Source: an optimization exercise on an open RTL-to-GDS flow (aim: small area, a short achievable clock period and few clock cycles per item). Production flows keep margins and buffers that such runs may drop. The RTL was checked by simulation tests, not by an equivalence proof against the original design.

maple:
// pow_stream
module pow_stream #(
  parameter int DATA_W = 32,
  parameter int EXP_W  = 3,
  parameter int ID_W   = 1
) (
  input  logic              clk,
  input  logic              aresetn,
  input  logic              s_tvalid,
  output logic              s_tready,
  input  logic [DATA_W-1:0] s_tdata,
  input  logic [EXP_W-1:0]  s_texp,
  input  logic [ID_W-1:0]   s_tid,
  input  logic              s_tlast,
  output logic              m_tvalid,
  input  logic              m_tready,
  output logic [DATA_W-1:0] m_tdata,
  output logic [ID_W-1:0]   m_tid,
  output logic              m_tlast,
  output logic              m_tovf
);
For scale: about 3600 cells after synthesis, ~510 flip-flops, ~78 I/O pins, ~51000 um2 of cells after synthesis.
==> flow/config.mk <==
export PLATFORM = sky130hd
export DESIGN_NAME = pow_stream
export DESIGN_NICKNAME = pow_stream
export VERILOG_FILES = /design/flow/design.v
export SDC_FILE = /design/flow/constraint.sdc
export NUM_CORES = 4
export LEC_CHECK = 0
export CAP_MARGIN = 20
export CORE_MARGIN = 2
export CORE_UTILIZATION = 40
export SETUP_SLACK_MARGIN = 5
export SLEW_MARGIN = 20
export SYNTH_HIERARCHICAL = 1
export SYNTH_MINIMUM_KEEP_SIZE = 0
==> flow/constraint.sdc <==
create_clock -name core_clock -period 9.5 [get_ports {clk}]
set_input_delay 1.9000 -clock core_clock [delete_from_list [all_inputs] [get_ports {clk}]]
set_output_delay 1.9000 -clock core_clock [all_outputs]
set_load 0.01 [all_outputs]
run.sh (not shown) runs the stock make flow with config.mk's settings and CLKGATE_MAP_FILE= SYNTH_SCRIPT=/design/flow/synth_recipe.tcl, a recipe that flattens the netlist after the stock synthesis.
In summary, maple completed successfully, with a layout that passed the timing, DRC and antenna checks.
Testbench counts of maple, summed over its fixed seeds: cycles 8,064, items 8,000.
> inputs changed (maple -> indigo)
diff --git a/flow/config.mk b/flow/config.mk
--- a/flow/config.mk
+++ b/flow/config.mk
@@ -8 +8 @@
-export CAP_MARGIN = 20
+export CAP_MARGIN = 5
@@ -10,0 +11,3 @@
+export CTS_CLUSTER_DIAMETER = 80
+export CTS_CLUSTER_SIZE = 16
+export PLACE_DENSITY = 0.6
@@ -12 +15 @@
-export SLEW_MARGIN = 20
+export SLEW_MARGIN = 5
==> run summary <==
indigo was carried through to the last stage, and its layout satisfied the timing, DRC and antenna checks. The period utilization of indigo is lower than that of maple. maple → indigo: met2 layer usage reported by global route neither gained nor lost much; global-route usage lower; buffer depth of the longest clock path neither gained nor lost much; overall routed net length decreased about 1.1%.
Here is what was changed in the inputs of juniper compared with indigo.
diff --git a/flow/config.mk b/flow/config.mk
--- a/flow/config.mk
+++ b/flow/config.mk
@@ -8 +8 @@
-export CAP_MARGIN = 5
+export CAP_MARGIN = 20
@@ -11,3 +11,2 @@
-export CTS_CLUSTER_DIAMETER = 80
-export CTS_CLUSTER_SIZE = 16
-export PLACE_DENSITY = 0.6
+export CTS_CLUSTER_DIAMETER = 100
+export CTS_CLUSTER_SIZE = 20
@@ -15 +14 @@
-export SLEW_MARGIN = 5
+export SLEW_MARGIN = 20
Of juniper and indigo, it is juniper that has the lower TritonCTS buffer count. Between indigo and juniper, the via count does not differ in any meaningful way. Ratio of cells with drive above 1 in the final layout down 0.36 points in juniper wrt indigo. juniper against indigo; count of filler cells inserted in the layout is up slightly. Run comparison: indigo worst setup path endpoint r3_lo[44]; juniper worst setup path endpoint s_tready. | net count of the finished layout | indigo vs juniper | ≈ equal |.
Input changes introduced in tundra (baseline for comparison: juniper):
diff --git a/flow/config.mk b/flow/config.mk
--- a/flow/config.mk
+++ b/flow/config.mk
@@ -16,0 +17 @@
+export TNS_END_PERCENT = 5
Results
- tundra has completed all stages; timing, DRC and antenna checks passed.
- Layout net count across juniper and tundra: no real change.
- For largest buffer count on any clock path, tundra and juniper come out practically identical.
- On setup slack, juniper beats tundra.
- Looking at juniper and tundra, the utilization after layout is a wash.
- juniper -> tundra: number of clock sinks seen by CTS flat
- tundra against juniper: vertical extent of the die shows no meaningful change, synthesized cell count shows no meaningful change, design area shows no meaningful change.

---

Starting RTL as in the previous note.
Design pow_stream, start of the top module:
module pow_stream #(
  parameter int DATA_W = 32,
  parameter int EXP_W  = 3,
  parameter int ID_W   = 1
) (
  input  logic              clk,
  input  logic              aresetn,
  input  logic              s_tvalid,
  output logic              s_tready,
  input  logic [DATA_W-1:0] s_tdata,
  input  logic [EXP_W-1:0]  s_texp,
  input  logic [ID_W-1:0]   s_tid,
  input  logic              s_tlast,
  output logic              m_tvalid,
  input  logic              m_tready,
  output logic [DATA_W-1:0] m_tdata,
  output logic [ID_W-1:0]   m_tid,
  output logic              m_tlast,
  output logic              m_tovf
);
clock: 9.5 ns
lec_check: 0
cap_margin: 5
core_margin: 2
core_utilization: 40
cts_cluster_diameter: 100
cts_cluster_size: 20
place_density: 0.75
setup_slack_margin: 5
slew_margin: 5
synth_hierarchical: 1
synth_minimum_keep_size: 0
Testbench counts at the start, summed over its fixed seeds: cycles 8,064, items 8,000.
Then changed:
--- a/flow/config.mk
+++ b/flow/config.mk
@@ -7,3 +7,3 @@
 export LEC_CHECK = 0
-export CAP_MARGIN = 5
+export CAP_MARGIN = 20
 export CORE_MARGIN = 2
@@ -12,5 +12,4 @@
 export CTS_CLUSTER_SIZE = 20
-export PLACE_DENSITY = 0.75
-export SETUP_SLACK_MARGIN = 5
-export SLEW_MARGIN = 5
+export SETUP_SLACK_MARGIN = 0
+export SLEW_MARGIN = 20
 export SYNTH_HIERARCHICAL = 1
=> The changed run completed with no timing, DRC or antenna violations; routed wire length rose by 1.6%; clock skew increases by 0.013 ns; via count went down by 3.4%; final area hardly moves; global-route usage came out higher by 0.61 points.
Then changed:
--- a/flow/config.mk
+++ b/flow/config.mk
@@ -9,6 +9,7 @@
 export CORE_MARGIN = 2
-export CORE_UTILIZATION = 40
+export CORE_UTILIZATION = 50
 export CTS_CLUSTER_DIAMETER = 100
 export CTS_CLUSTER_SIZE = 20
-export SETUP_SLACK_MARGIN = 0
+export PLACE_DENSITY = 0.7
+export SETUP_SLACK_MARGIN = 5
 export SLEW_MARGIN = 20
=> The new run completed without violations. Core utilization rises by 11 points. Design area falls by 0.30%. Setup slack improved by 1.0 ns. Clock-buffer cell count went up by 2.
Then changed:
--- a/flow/config.mk
+++ b/flow/config.mk
@@ -9,6 +9,6 @@
 export CORE_MARGIN = 2
-export CORE_UTILIZATION = 50
+export CORE_UTILIZATION = 40
 export CTS_CLUSTER_DIAMETER = 100
 export CTS_CLUSTER_SIZE = 20
-export PLACE_DENSITY = 0.7
+export GPL_ROUTABILITY_DRIVEN = 0
 export SETUP_SLACK_MARGIN = 5
The new run completed without violations.
Wire length is higher by about 4.4%.
Sequential cell count does not change.
Cell area went up by about 0.9%.
Maximum frequency rises by about 0.6%.
Cell count grows by about 7%.
Hold slack stays flat.
Non-clock buffer count decreases by 5.
Worst setup slack is better by 0.027 ns.
Then changed:
--- a/flow/config.mk
+++ b/flow/config.mk
@@ -10,5 +10,4 @@
 export CORE_UTILIZATION = 40
-export CTS_CLUSTER_DIAMETER = 100
-export CTS_CLUSTER_SIZE = 20
-export GPL_ROUTABILITY_DRIVEN = 0
+export CTS_CLUSTER_DIAMETER = 80
+export CTS_CLUSTER_SIZE = 28
 export SETUP_SLACK_MARGIN = 5
What happened: Register-to-register slack loses 0.02 ns. First-iteration DRC count goes down by 1.5%. Setup slack loses 0.011 ns. Routed wire length hardly moves.

==> afterwards: timing with drivers on the ports <==
In the flow no input, the clock included, has a driving cell. The finished layouts below were timed again as built, in two steps.
Step 1 sets driving cells, clkbuf_16 on the clock port and buf_2 on the other inputs (assumed; they add their load-dependent delay and slew).
Step 2, shift: input delay + t, output delay - t, t = (earliest + latest rising clock arrival at the registers) / 2. This alone moves slack from input paths to output paths.
Three values: ideal ports, drivers, drivers and shift; two values: the first two.
| run | t, ns | setup WS [ns] | worst setup path after step 2 |
|---|---|---|---|
| maple | 0.726 | 5.061 / 5.038 / 4.556 | input to register |
| indigo | 0.710 | 5.076 / 5.076 / 4.779 | input to register |
| juniper | 0.681 | 5.070 / 5.048 / 4.598 | input to register |
| tundra | 0.686 | 4.909 / 4.888 / 4.538 | input to register |
| the first run of note 2 | 0.648 | 5.020 / 5.020 / 4.968 | input to register |
| the second run of note 2 | 0.671 | 4.041 / 4.013 / 3.782 | input to register |
| the third run of note 2 | 0.664 | 5.044 / 5.044 / 4.630 | input to register |
| the fourth run of note 2 | 0.681 | 5.070 / 5.048 / 4.598 | input to register |
| the fifth run of note 2 | 0.685 | 5.059 / 5.056 / 4.588 | input to register |
After both steps setup and hold are still met in every run listed. For maple, which loses most, drivers alone change the setup slack by -0.023 ns; drivers and shift together by -0.505 ns.
